This is an optimization exercise on Yosys and OpenROAD, whose aim is small area, a short achievable clock period and few clock cycles per item, not a production implementation.
The RTL was checked by simulation tests, not by an equivalence proof against the original design.

## flow/design.v (module list and top-level ports; edited modules follow where they fit)
// module bcu_muldiv: 7 lines
// module bcu_kummer: 3157 lines
// module binomial_coefficient_unit: 329 lines
module binomial_coefficient_unit (
  input  logic                            clk_i,
  input  logic                            rst_ni,
  input  logic                            req_valid_i,
  output logic                            req_ready_o,
  input  logic [bcu_pkg::ArgWidth-1:0]    req_total_n_i,
  input  logic [bcu_pkg::ArgWidth-1:0]    req_choose_k_i,
  output logic                            rsp_valid_o,
  input  logic                            rsp_ready_i,
  output logic [bcu_pkg::CoefWidth-1:0]   rsp_coefficient_o,
  output logic [bcu_pkg::StatusWidth-1:0] rsp_status_o
);
  // ...
==> flow/run.sh <==
#!/bin/bash
# synth_recipe.tcl (not shown) runs the flow's synth.tcl, then flattens the netlist and writes it again
# the make line also repeats each setting of config.mk as NAME=value (left out here)
make -C /OpenROAD-flow-scripts/flow DESIGN_CONFIG=/design/flow/config.mk WORK_HOME=/design/flow/orfs CLKGATE_MAP_FILE= SYNTH_SCRIPT=/design/flow/synth_recipe.tcl finish
==> flow/config.mk <==
export PLATFORM = sky130hd
export DESIGN_NAME = binomial_coefficient_unit
export DESIGN_NICKNAME = binomial_coefficient_unit
export VERILOG_FILES = /design/flow/design.v
export SDC_FILE = /design/flow/constraint.sdc
export NUM_CORES = 4
export LEC_CHECK = 0
export ABC_AREA = 1
export CAP_MARGIN = 20
export CORE_MARGIN = 2
export CORE_UTILIZATION = 40
export SLEW_MARGIN = 20
==> flow/constraint.sdc <==
create_clock -name core_clock -period 7.0 [get_ports {clk_i}]
set_input_delay 1.4000 -clock core_clock [delete_from_list [all_inputs] [get_ports {clk_i}]]
set_output_delay 1.4000 -clock core_clock [all_outputs]
set_load 0.01 [all_outputs]
==> reports/results.ini, run 1 <==
[critical_path]
ff2ff_path_depth = 38
cp_slowest_cell = fa_1
rr_endpoint = f_q[6]
rrSetupSlack_ps = 400
reg2reg_from = n_q[7]

[route]
via_per_inst = 5.386
drt_drc_violations_left = 0

[layout]
finalNonFillerCells = 6886
multi_input_area_um2 = 28080
nonClkBufAreaFrac_pct = 5.134
largest_reg_flops = 64
n_all_buffers = 239
regArea_um2 = 3646

[yosys]
synthSimpleGateAreaFrac_pct = 27.34
yosysMostFrequentCell = nand2_1
synth_nets = 6347
synth_compound_area_share_pct = 15.54
synthArstFlopShare_pct = 1.399
synth_mux_area_share_pct = 0.05491
ys_ff_latch = 143
synthAdderAreaFrac_pct = 30.69

[grt]
grt_pass1_vias = 35510
met1_usage_pct = 38.38
use_met2_pct = 41.68

[place]
io_buffers = 87

[clocking]
clk_pin_slew_ps = 80

[timing]
hold_viol = 0
fin_crit_sh_pct = 94.30
worst_pin_slew_ps = 1075

[die]
std_cell_rows = 110

[status]
status = finished clean

Testbench counts, summed over its fixed seeds: cycles 6,069, requests 1,280.
==> inputs of run 2 (changes only) <==
--- a/flow/config.mk
+++ b/flow/config.mk
@@ -5,7 +5,6 @@
 export SDC_FILE = /design/flow/constraint.sdc
 export NUM_CORES = 4
 export LEC_CHECK = 0
-export ABC_AREA = 1
 export CAP_MARGIN = 20
 export CORE_MARGIN = 2
 export CORE_UTILIZATION = 40
==> run 2 against run 1 <==
Cell area grew 12%; sequential share of layout area shrank 1.0 points; via count grew 7.4%; still clean; global-route usage grew 1.1 points; die area grew 7.3%; worst hold slack gained 93 ps; core utilization grew 2.0 points.
==> reports/results.ini, run 2 <==
[status]
status = finished clean  ; unchanged

[die]
ioPinCount = 88  ; unchanged
std_cell_rows = 114  ; was 110
die_w_um = 316.8  ; was 305.9 um
core_area_um2 = 96850  ; was 90,150 um2
die_area_um2 = 100400  ; was 93,580 um2
die_h_um = 316.8  ; was 305.9 um
initial_utilization_pct = 40.41  ; was 40.44%

[clocking]
clock-root-buffer = clkbuf_16  ; unchanged
clk_pin_slew_ps = 70  ; was 80 ps
tritoncts = done  ; unchanged
clk_latency_ps = 500  ; was 490 ps
ctsHoldBuffers = 0  ; unchanged
clock_sinks = 143  ; unchanged
h-tree-depth = 4  ; unchanged
clk_path_buf_depth = 2  ; unchanged
cts_buffers = 17  ; unchanged

[yosys]
synth_seq_area_share_pct = 9.309  ; was 9.993%
yosys_warnings = 6  ; unchanged
yosys.area_share.xor_xnor_pct = 4.226  ; was 2.979%
netlist_top_cells_area = fa_1 (19%), ha_1 (9.5%), nand2_1 (6.4%)  ; was fa_1 (20%), nand2_1 (16%), inv_1 (10%)
synth_nets = 5832  ; was 6,347
synthArstFlopShare_pct = 1.399  ; unchanged
synth_compound_area_share_pct = 24.40  ; was 15.54%
synth_ff_type = edfxtp_1  ; unchanged
synth_top_area_cell = fa_1  ; unchanged
ys_ff_latch = 143  ; unchanged
synth_top_family_by_area = adder cells  ; unchanged
synth_top_area_share_pct = 18.98  ; was 20.37%
syn-mean-instance-area_um2 = 7.607  ; was 6.441 um2
synth_mux_area_share_pct = 2.142  ; was 0.05491%
syn_inst = 5145  ; was 5,660
ys_top_cells_by_count = nand2_1 (672), inv_1 (404), nor2_1 (396), fa_1 (371), a21oi_1 (324)  ; was nand2_1 (1,552), inv_1 (1,007), nor2_1 (494), fa_1 (371), a21oi_1 (338)
ys_types = 129  ; was 74
synth_edf_count = 77  ; unchanged
syn-cell-area_um2 = 39140  ; was 36,460 um2
yosysMostFrequentCell = nand2_1  ; unchanged
synthSimpleGateAreaFrac_pct = 22.73  ; was 27.34%
synthAdderAreaFrac_pct = 29.23  ; was 30.69%

[critical_path]
critical-path-max-stage-delay_ps = 650  ; was 550 ps
start_kind = flip-flop  ; unchanged
crit_type = reg -> reg  ; unchanged
crit_required_ps = 7220  ; was 7240 ps
critical_path.max_fanout = 7  ; unchanged
critical_path.most_common_cell = o21ai_1
crit_path_end_kind = flip-flop  ; unchanged
critPathArrivalTime_ps = 6950  ; was 6840 ps
cp_slowest_cell = fa_2  ; was fa_1

[timing]
relSlewSlack_pct = 26.12  ; was 27.60%
hold_viol = 0  ; unchanged
worst_pin_slew_ps = 1108  ; was 1075 ps
fin_crit_sh_pct = 96.18  ; was 94.30%
max_freq_mhz = 148.5  ; was 151.5 MHz
rsz0062_at_grt = yes
period_minus_slack_ps = 6733  ; was 6601 ps
setup_violations = 0  ; unchanged
finalClockSkew_ps = 26.40  ; was 22.47 ps
drv_slew = 0  ; unchanged

[layout]
drive_gt1_share_pct = 12.78  ; was 5.867%
nFillCells = 9561  ; was 9,454
reg_top3 = coef_q x64, pm_q x10  ; unchanged
layout.nets = 6018  ; was 6,384
fin_util_pct = 46.22  ; was 44.18%
fin_area_um2 = 44760  ; was 39,820 um2
largest_reg_flops = 64  ; unchanged
syn_to_final_growth_pct = 14.37  ; was 9.231%
layout_commonest_cell = nand2_1  ; unchanged
regMostFlops = coef_q  ; unchanged
most-common-layout-cells = nand2_1 (668), buf_4 (410), inv_1 (399)  ; was nand2_1 (1,549), inv_1 (1,004), nor2_1 (491)

[grt]
grt_max_degree = 101  ; was 66
grt_pass1_vias = 38120  ; was 35.51k
antenna_found_initial = 3  ; was 2
grt_pass1_wl_um = 220100  ; was 198,600 um
grt_use_total_pct = 27.73  ; was 26.63%
overflow = 0  ; unchanged

[route]
wl_per_cell_um = 21.52  ; was 18.22 um
drtIter0Drc = 4260  ; was 3,611
via_per_inst = 6.015  ; was 5.386
firstDrtPassIters = 6  ; was 7
drt_drc_violations_left = 0  ; unchanged
totalWireLength_um = 142500  ; was 125,400 um
drtAntennaViolNets = 0  ; unchanged
vias = 39830  ; was 37.09k

[place]
dpl_cell_area_um2 = 43390  ; was 38,980 um2
routabilityCongestion = 0.9990  ; was 0.9622
dpl.hpwl_um = 110000  ; was 100,600 um
io_buffers = 87  ; unchanged

[run]
cap_violations = 0  ; unchanged

[min_path]
min-delay-path-class = reg -> reg  ; unchanged

run 2: cell families (layout without fill, tap and decap cells):
group           after synthesis  count (layout)
xor+xnor                    188             188
buf+inv                     776             975
compound gates             1409            1409
mux                          79              79
other cells                   0               1
simple gates               1852            1852
flops                       143             143
fa+ha+maj                   698             698
run 2: routing by layer:
layer / up-vias / global-route usage [%] / part of all wire [%] / wire length [um]
met5: - / 0 / 0.016 / 23
met4: 4 / 10.83 / 4.1 / 5904
met3: 284 / 4.232 / 7.3 / 10410
met2: 1618 / 44.14 / 45 / 64100
met1: 19510 / 37.73 / 44 / 62020
li1: 18410 / - / - / -
run 2: per-stage QoR:
step / hold slack (ps) / TNS (ps) / cells / worst slack (ps)
6_report: 596.8 / 0 / 6621 / 267.4
5_1_grt: 621.7 / -310.2 / 6621 / -66.15
4_1_cts: 596.8 / 0 / 6584 / 4.089
3_5_place_dp: 588.7 / -622.8 / 6552 / -148.0
3_3_place_gp: 574.4 / -34.90 / 6552 / -24.12
2_1_floorplan: 543.9 / -9.515 / 5145 / -9.515
run 2: final timing paths:
| check | from | endpoint | slack, ps | cells past startpoint |
|---|---|---|---|---|
| worst max-delay path | n_q[4] | f_q[6] | 270 | 33 |
| worst min-delay path | coef_q[63] | coef_q[63] | 600 | 1 |
| worst max register to register | n_q[4] | f_q[6] | 270 | 33 |
| worst min register to register | coef_q[63] | coef_q[63] | 600 | 1 |
| max in group asynchronous | rst_ni | state_q[1] | 5790 | 1 |
| min in group asynchronous | rst_ni | state_q[0] | 1090 | 1 |
run 2: what timing repair did:
action                                  4_1_cts  5_1_grt
setup buffers                                 0       32
endpoints found under the setup margin        0       21
resized for setup                             0      107
run 2: critical path, delay by kind of cell (launching register included):
kind                     cells  cell delay, ps
buffers and inverters        3             390
AND/OR/NAND/NOR              9            1100
flip-flops                   1             470
AO/OA/AOI/OAI               11            1310
XOR/XNOR                     1             160
adder cells (fa/ha/maj)      9            3020
run 2: cell type report:
class                      count  area, um2  share of cell area [%]
antenna                        1      2.502                0.005590
clock inverter                15      183.9                  0.4109
timing repair buffer         524       4478                   10.00
tap                         1276       1597                   3.567
clock buffer                  17      425.4                  0.9503
multi-input combinational   4226      32860                   73.41
sequential                   143       3643                   8.139
inverter                     419       1573                   3.513
==> inputs of run 3 (changes only) <==
--- a/flow/config.mk
+++ b/flow/config.mk
@@ -5,7 +5,9 @@
 export SDC_FILE = /design/flow/constraint.sdc
 export NUM_CORES = 4
 export LEC_CHECK = 0
+export ABC_AREA = 1
 export CAP_MARGIN = 20
 export CORE_MARGIN = 2
 export CORE_UTILIZATION = 40
+export SETUP_SLACK_MARGIN = 0.8
 export SLEW_MARGIN = 20
==> run 3 against run 2 <==
Synthesized cell count grew 10%; sequential cell count stayed put; fmax is 8.3% higher.
==> reports/results.ini, run 3 <==
[min_path]
hold_path_depth = 2  ; was 1
hold_path_end = coef_q[63]  ; unchanged
min-delay-path-class = reg -> reg  ; unchanged
min_from = coef_q[63]  ; unchanged

[clocking]
clock_sinks = 143  ; unchanged
clock-root-buffer = clkbuf_16  ; unchanged
h-tree-depth = 4  ; unchanged
clk_pin_slew_ps = 70  ; about the same
clk_path_buf_depth = 2  ; unchanged
tritoncts = done  ; unchanged
cts_buffers = 17  ; unchanged
clk_latency_ps = 510  ; was 500 ps

[critical_path]
critical-path-max-stage-delay_ps = 480  ; was 650 ps
crit_path_end_kind = flip-flop  ; unchanged
rr_endpoint = f_q[1]  ; was f_q[6]
ff2ff_path_depth = 45  ; was 33
rrSetupSlack_ps = 780  ; was 270 ps
reg2reg_from = n_q[7]  ; was n_q[4]
start_kind = flip-flop  ; unchanged
crit_required_ps = 7350  ; was 7220 ps
cp_slowest_cell = fa_1  ; was fa_2
critical_path.most_common_cell = nand2_1  ; was o21ai_1
critPathArrivalTime_ps = 6570  ; was 6950 ps
critical_path.max_fanout = 8  ; was 7
crit_type = reg -> reg  ; unchanged

[route]
via_per_inst = 5.396  ; was 6.015
wl_per_cell_um = 18.18  ; was 21.52 um
drtIter0Drc = 3532  ; was 4,260
vias = 37500  ; was 39.83k
totalWireLength_um = 126400  ; was 142,500 um
drt_drc_violations_left = 0  ; unchanged
drtAntennaViolNets = 0  ; unchanged
firstDrtPassIters = 9  ; was 6

[layout]
reg_top3 = coef_q x64, pm_q x10  ; unchanged
regMostFlops = coef_q  ; unchanged
fin_util_pct = 45.68  ; was 46.22%
layout.nets = 6447  ; was 6,018
drive_gt1_share_pct = 9.839  ; was 12.78%
largest_reg_flops = 64  ; unchanged
syn_to_final_growth_pct = 12.96  ; was 14.37%
most-common-layout-cells = nand2_1 (1,509), inv_1 (988), nor2_1 (469)  ; was nand2_1 (668), buf_4 (410), inv_1 (399)
finalNonFillerCells = 6950  ; was 6,621
layout_commonest_cell = nand2_1  ; unchanged
fin_area_um2 = 41180  ; was 44,760 um2

[yosys]
ys_top_cells_by_count = nand2_1 (1,552), inv_1 (1,007), nor2_1 (494), fa_1 (371), a21oi_1 (338)  ; was nand2_1 (672), inv_1 (404), nor2_1 (396), fa_1 (371), a21oi_1 (324)
synth_mux_area_share_pct = 0.05491  ; was 2.142%
syn-mean-instance-area_um2 = 6.441  ; was 7.607 um2
yosys.area_share.xor_xnor_pct = 2.979  ; was 4.226%
synth_seq_area_share_pct = 9.993  ; was 9.309%
syn_inst = 5660  ; was 5,145
ys_ff_latch = 143  ; unchanged
synthAdderAreaFrac_pct = 30.69  ; was 29.23%
yosys_warnings = 6  ; unchanged
synthArstFlopShare_pct = 1.399  ; unchanged
synth_top_area_share_pct = 20.37  ; was 18.98%
synth_edf_count = 77  ; unchanged
synth_compound_area_share_pct = 15.54  ; was 24.40%
syn-cell-area_um2 = 36460  ; was 39,140 um2
synth_ff_type = edfxtp_1  ; unchanged
netlist_top_cells_area = fa_1 (20%), nand2_1 (16%), inv_1 (10%)  ; was fa_1 (19%), ha_1 (9.5%), nand2_1 (6.4%)
synth_top_area_cell = fa_1  ; unchanged
synthSimpleGateAreaFrac_pct = 27.34  ; was 22.73%
synth_nets = 6347  ; was 5,832
synth_top_family_by_area = adder cells  ; unchanged
ys_types = 74  ; was 129
yosysMostFrequentCell = nand2_1  ; unchanged

[die]
std_cell_rows = 110  ; was 114
die_w_um = 305.9  ; was 316.8 um
die_h_um = 305.9  ; was 316.8 um
die_area_um2 = 93580  ; was 100,400 um2
initial_utilization_pct = 40.44  ; was 40.41%
ioPinCount = 88  ; unchanged
core_area_um2 = 90150  ; was 96,850 um2

[timing]
rsz0062_at_grt = yes  ; unchanged
fin_tns_setup_ps = 0  ; unchanged
finalClockSkew_ps = 26.82  ; was 26.40 ps
hold_viol = 0  ; unchanged
fin_crit_sh_pct = 88.80  ; was 96.18%
max_freq_mhz = 160.9  ; was 148.5 MHz
drv_slew = 0  ; unchanged
worst_pin_slew_ps = 981.7  ; was 1108 ps
relSlewSlack_pct = 32.86  ; was 26.12%
hold_ws_ps = 508.5  ; was 596.8 ps
period_minus_slack_ps = 6216  ; was 6733 ps
setup_violations = 0  ; unchanged

[grt]
grt_use_total_pct = 26.58  ; was 27.73%
grt_max_degree = 66  ; was 101
grt_pass1_wl_um = 198700  ; was 220,100 um
overflow = 0  ; unchanged
grt_pass1_vias = 35690  ; was 38.12k
antenna_found_initial = 1  ; was 3

[place]
place_inst = 6835  ; was 6,552
dpl.hpwl_um = 99550  ; was 110,000 um
routabilityCongestion = 1.003  ; was 0.9990
dpl_cell_area_um2 = 38900  ; was 43,390 um2
io_buffers = 87  ; unchanged

[status]
status = finished clean  ; unchanged

[run]
cap_violations = 0  ; unchanged

==> run 3: kinds of logic (layout without fill, tap and decap cells) <==
group                    count (synthesis)  in the layout
AND/OR/NAND/NOR                       2453           2454
buffers and inverters                 1274           1386
AO/OA/AOI/OAI                          991            991
adder cells (fa/ha/maj)                673            673
flip-flops                             143            143
XOR/XNOR                               124            124
multiplexers                             2              2
other                                    0              1
==> run 3: worst max path at each step <==
| stage | to | slack [ps] | startpoint | cells after the start |
|---|---|---|---|---|
| 2_1_floorplan | f_q[1] | 850 | n_q[4] | 44 |
| 3_3_place_gp | f_q[7] | 130 | pm_q[9] | 29 |
| 3_5_place_dp | f_q[1] | 200 | n_q[5] | 44 |
| 4_1_cts | f_q[1] | 800 | n_q[7] | 46 |
| 5_1_grt | f_q[1] | 440 | n_q[7] | 46 |
| 6_report | f_q[1] | 780 | n_q[7] | 45 |
==> run 3: worst max-delay path, delay by kind of cell (launching register included) <==
kind	cells	cell delay, ps
xor+xnor	2	320
flops	1	400
simple gates	15	1250
fa+ha+maj	10	2260
buf+inv	12	1130
compound gates	6	750
==> run 3: final cells by class <==
| type | count | area [um2] |
|---|---|---|
| fillers | 9307 | 48970 |
| multi-input cells | 4244 | 28940 |
| inverters | 1053 | 3970 |
| flip-flops and latches | 143 | 3646 |
| repair buffers | 301 | 2575 |
| well taps | 1176 | 1471 |
| clock buffers | 17 | 425.4 |
| clock inverters | 15 | 147.6 |
| diodes | 1 | 2.502 |
==> run 3: metal layers <==
layer	track usage [%]	wire (um)	vias up
li1	-	-	18050
met1	38.27	58590	17870
met2	41.72	55850	1424
met3	3.892	9567	158
met4	6.461	2348	0
met5	0	0	-
==> run 3: repair_timing <==
action,in CTS,in global routing
pin swaps,36,75
setup endpoints to repair,24,48
hold buffers,0,0
gates resized for setup,103,193
cloned,0,1
endpoints found under the hold margin,0,0
buffers inserted,34,47
==> run 3: metrics by stage <==
step,setup WS [ps]
after floorplan,854.5
after global placement,130.1
after detailed placement,198.2
after CTS,797.9
after global routing,444.5
final,783.7
==> inputs of run 4 (changes only) <==
--- a/flow/config.mk
+++ b/flow/config.mk
@@ -9,5 +9,5 @@
 export CAP_MARGIN = 20
 export CORE_MARGIN = 2
 export CORE_UTILIZATION = 40
-export SETUP_SLACK_MARGIN = 0.8
+export SETUP_SLACK_MARGIN = 1.5
 export SLEW_MARGIN = 20
==> run 4 against run 3 <==
Register-to-register slack improved by 40 ps; non-clock buffer count rose by 180; worst hold slack got worse by 2.7 ps; clock-buffer cell count rose by 1; routed wire length rose by 5.2%; synthesized area did not move; final cell count rose by 2.6%; largest cell class unchanged.
==> reports/results.ini, run 4 <==
[clocking]
clock_sinks = 143  ; unchanged
cts_buffers = 17  ; unchanged
clk_pin_slew_ps = 70  ; about the same
clk_latency_ps = 480  ; was 510 ps
clock-root-buffer = clkbuf_16  ; unchanged
tritoncts = done  ; unchanged
clk_path_buf_depth = 2  ; unchanged
ctsHoldBuffers = 0  ; unchanged
h-tree-depth = 4  ; unchanged

[yosys]
syn-mean-instance-area_um2 = 6.441  ; unchanged
ys_types = 74  ; unchanged
synth_ff_type = edfxtp_1  ; unchanged
yosys.area_share.xor_xnor_pct = 2.979  ; unchanged
syn-cell-area_um2 = 36460  ; unchanged
ys_top_cells_by_count = nand2_1 (1,552), inv_1 (1,007), nor2_1 (494), fa_1 (371), a21oi_1 (338)  ; unchanged
ys_ff_latch = 143  ; unchanged
netlist_top_cells_area = fa_1 (20%), nand2_1 (16%), inv_1 (10%)  ; unchanged
syn_inst = 5660  ; unchanged
synth_seq_area_share_pct = 9.993  ; unchanged
synth_mux_area_share_pct = 0.05491  ; unchanged
synthArstFlopShare_pct = 1.399  ; unchanged
synth_compound_area_share_pct = 15.54  ; unchanged
synth_top_area_cell = fa_1  ; unchanged
synthSimpleGateAreaFrac_pct = 27.34  ; unchanged
synth_top_family_by_area = adder cells  ; unchanged
synthAdderAreaFrac_pct = 30.69  ; unchanged
synth_nets = 6347  ; unchanged
synth_edf_count = 77  ; unchanged
yosysMostFrequentCell = nand2_1  ; unchanged
yosys_warnings = 6  ; unchanged
synth_top_area_share_pct = 20.37  ; unchanged

[status]
status = finished clean  ; unchanged

[timing]
fin_tns_setup_ps = 0  ; unchanged
max_freq_mhz = 162.0  ; was 160.9 MHz
finalClockSkew_ps = 12.22  ; was 26.82 ps
rsz0062_at_grt = yes  ; unchanged
fin_crit_sh_pct = 88.20  ; was 88.80%
relSlewSlack_pct = 33.29  ; was 32.86%
period_minus_slack_ps = 6174  ; was 6216 ps
worst_pin_slew_ps = 975.5  ; was 981.7 ps
drv_slew = 0  ; unchanged
setup_violations = 0  ; unchanged
hold_viol = 0  ; unchanged

[place]
io_buffers = 87  ; unchanged
routabilityCongestion = 1.006  ; was 1.003
dpl_cell_area_um2 = 39110  ; was 38,900 um2
dpl.hpwl_um = 100200  ; was 99,550 um

[layout]
fin_area_um2 = 44470  ; was 41,180 um2
regMostFlops = coef_q  ; unchanged
drive_gt1_share_pct = 17.05  ; was 9.839%
reg_top3 = coef_q x64, pm_q x10  ; unchanged
syn_to_final_growth_pct = 21.98  ; was 12.96%
fin_util_pct = 49.33  ; was 45.68%
most-common-layout-cells = nand2_1 (1,444), inv_1 (950), nor2_1 (439)  ; was nand2_1 (1,509), inv_1 (988), nor2_1 (469)
layout.nets = 6628  ; was 6,447
largest_reg_flops = 64  ; unchanged
layout_commonest_cell = nand2_1  ; unchanged

[critical_path]
critical_path.max_fanout = 4  ; was 8
critical-path-max-stage-delay_ps = 600  ; was 480 ps
start_kind = flip-flop  ; unchanged
crit_type = reg -> reg  ; unchanged
cp_slowest_cell = fa_2  ; was fa_1
critical_path.most_common_cell = nand2_2  ; was nand2_1
crit_required_ps = 7340  ; was 7350 ps
crit_path_end_kind = flip-flop  ; unchanged
critPathArrivalTime_ps = 6520  ; was 6570 ps

[min_path]
min-delay-path-class = reg -> reg  ; unchanged

[run]
cap_violations = 0  ; unchanged

[grt]
overflow = 0  ; unchanged
grt_use_total_pct = 27.65  ; was 26.58%
grt_max_degree = 65  ; was 66
grt_pass1_wl_um = 206500  ; was 198,700 um
antenna_found_initial = 0  ; was 1
grt_pass1_vias = 37370  ; was 35.69k

[route]
drt_drc_violations_left = 0  ; unchanged
via_per_inst = 5.456  ; was 5.396
drtAntennaViolNets = 0  ; unchanged
vias = 38910  ; was 37.50k
drtIter0Drc = 3877  ; was 3,532
totalWireLength_um = 132900  ; was 126,400 um
firstDrtPassIters = 6  ; was 9
wl_per_cell_um = 18.64  ; was 18.18 um

[die]
std_cell_rows = 110  ; unchanged
ioPinCount = 88  ; unchanged
initial_utilization_pct = 40.44  ; unchanged
die_h_um = 305.9  ; unchanged
core_area_um2 = 90150  ; unchanged
die_w_um = 305.9  ; unchanged
die_area_um2 = 93580  ; unchanged

[run 4: cell counts after synthesis]
No cell type changed its count.
[run 4: metal layers]
layer | track usage [%] | up-vias | share of wire [%]
li1 | - | 18460 | -
met1 | 39.50 | 18630 | 45
met2 | 44.03 | 1548 | 44
met3 | 2.675 | 266 | 7.1
met4 | 8.523 | 0 | 3.0
met5 | 0 | - | 0
[run 4: final timing paths]
check	from	end	slack, ps	cells past startpoint
worst min-delay path	coef_q[63]	coef_q[63]	510	2
worst max-delay path	n_q[5]	f_q[1]	830	42
worst max register to register	n_q[5]	f_q[1]	830	42
worst min register to register	coef_q[63]	coef_q[63]	510	2
max in group asynchronous	rst_ni	state_q[1]	5610	1
min in group asynchronous	rst_ni	state_q[0]	1170	1
[run 4: logic make-up after synthesis]
family          count (synthesis)
fa+ha+maj                     673
xor+xnor                      124
flops                         143
compound gates                991
buf+inv                      1274
mux                             2
simple gates                 2453
[run 4: metrics by stage]
step	std cells	worst slack, ps	hold WS (ps)
3_3_place_gp	6831	521.6	497.4
5_1_grt	7130	478.5	539.3
4_1_cts	7018	860.5	503.1
6_report	7131	825.8	505.8
2_1_floorplan	5660	1217	502.2
3_5_place_dp	6831	453.6	492.4
[run 4: layout make-up]
type | instances | area, um2
Timing Repair inverter | 1 | 8.758
Inverter | 1053 | 4035
Tap cell | 1176 | 1471
Clock buffer | 18 | 429.2
Sequential cell | 143 | 3650
Fill cell | 8966 | 45680
Clock inverter | 14 | 166.4
Timing Repair Buffer | 481 | 4360
Multi-Input combinational cell | 4244 | 30350
Antenna cell | 1 | 2.502
[run 4: repair_timing]
item / 4_1_cts / 5_1_grt
cloned: 1 / 4
endpoints found under the setup margin: 98 / 129
resized for setup: 275 / 462
buffers inserted: 154 / 108
pin swaps: 112 / 206
[run 4: worst max-delay path, delay by kind of cell (launching register included)]
kind            cells  cell delay [ps]
simple gates       17             1400
compound gates      7              850
buf+inv             7              500
fa+ha+maj           9             2450
flops               1              520
xor+xnor            2              280

==> port drivers added, routing unchanged <==
The results above use ideal ports. As a check the final layouts listed here were re-extracted and re-timed, cells and wires unchanged.
Step 1 sets driving cells, clkbuf_16 on the clock port and buf_2 on the other inputs (assumed; they add their load-dependent delay and slew).
Step 2 times the ports against the registers' clock, not the clock port: input delays grow and output delays shrink by t, the midpoint of the rising clock arrivals with the driver on.
a / b / c = no drivers / after step 1 / after step 2; a / b = the first two.
run	t (ns)	slack for setup (ns)	worst hold slack (ns)	slew at the worst register clock pin (ns)
run 1	0.552	0.399 / 0.399 / 0.323	0.504 / 0.504 / 0.504	0.09 / 0.09
run 2	0.559	0.267 / 0.267 / -0.233	0.597 / 0.597 / 0.597	0.09 / 0.09
run 3	0.570	0.784 / 0.784 / 0.568	0.509 / 0.509 / 0.509	0.09 / 0.09
run 4	0.540	0.826 / 0.826 / 0.826	0.506 / 0.506 / 0.506	0.07 / 0.07
With both steps, setup timing fails in run 2, where it was met with ideal ports. For run 2, which loses most, drivers alone change the setup slack by 0.000 ns; drivers and shift together by -0.500 ns.
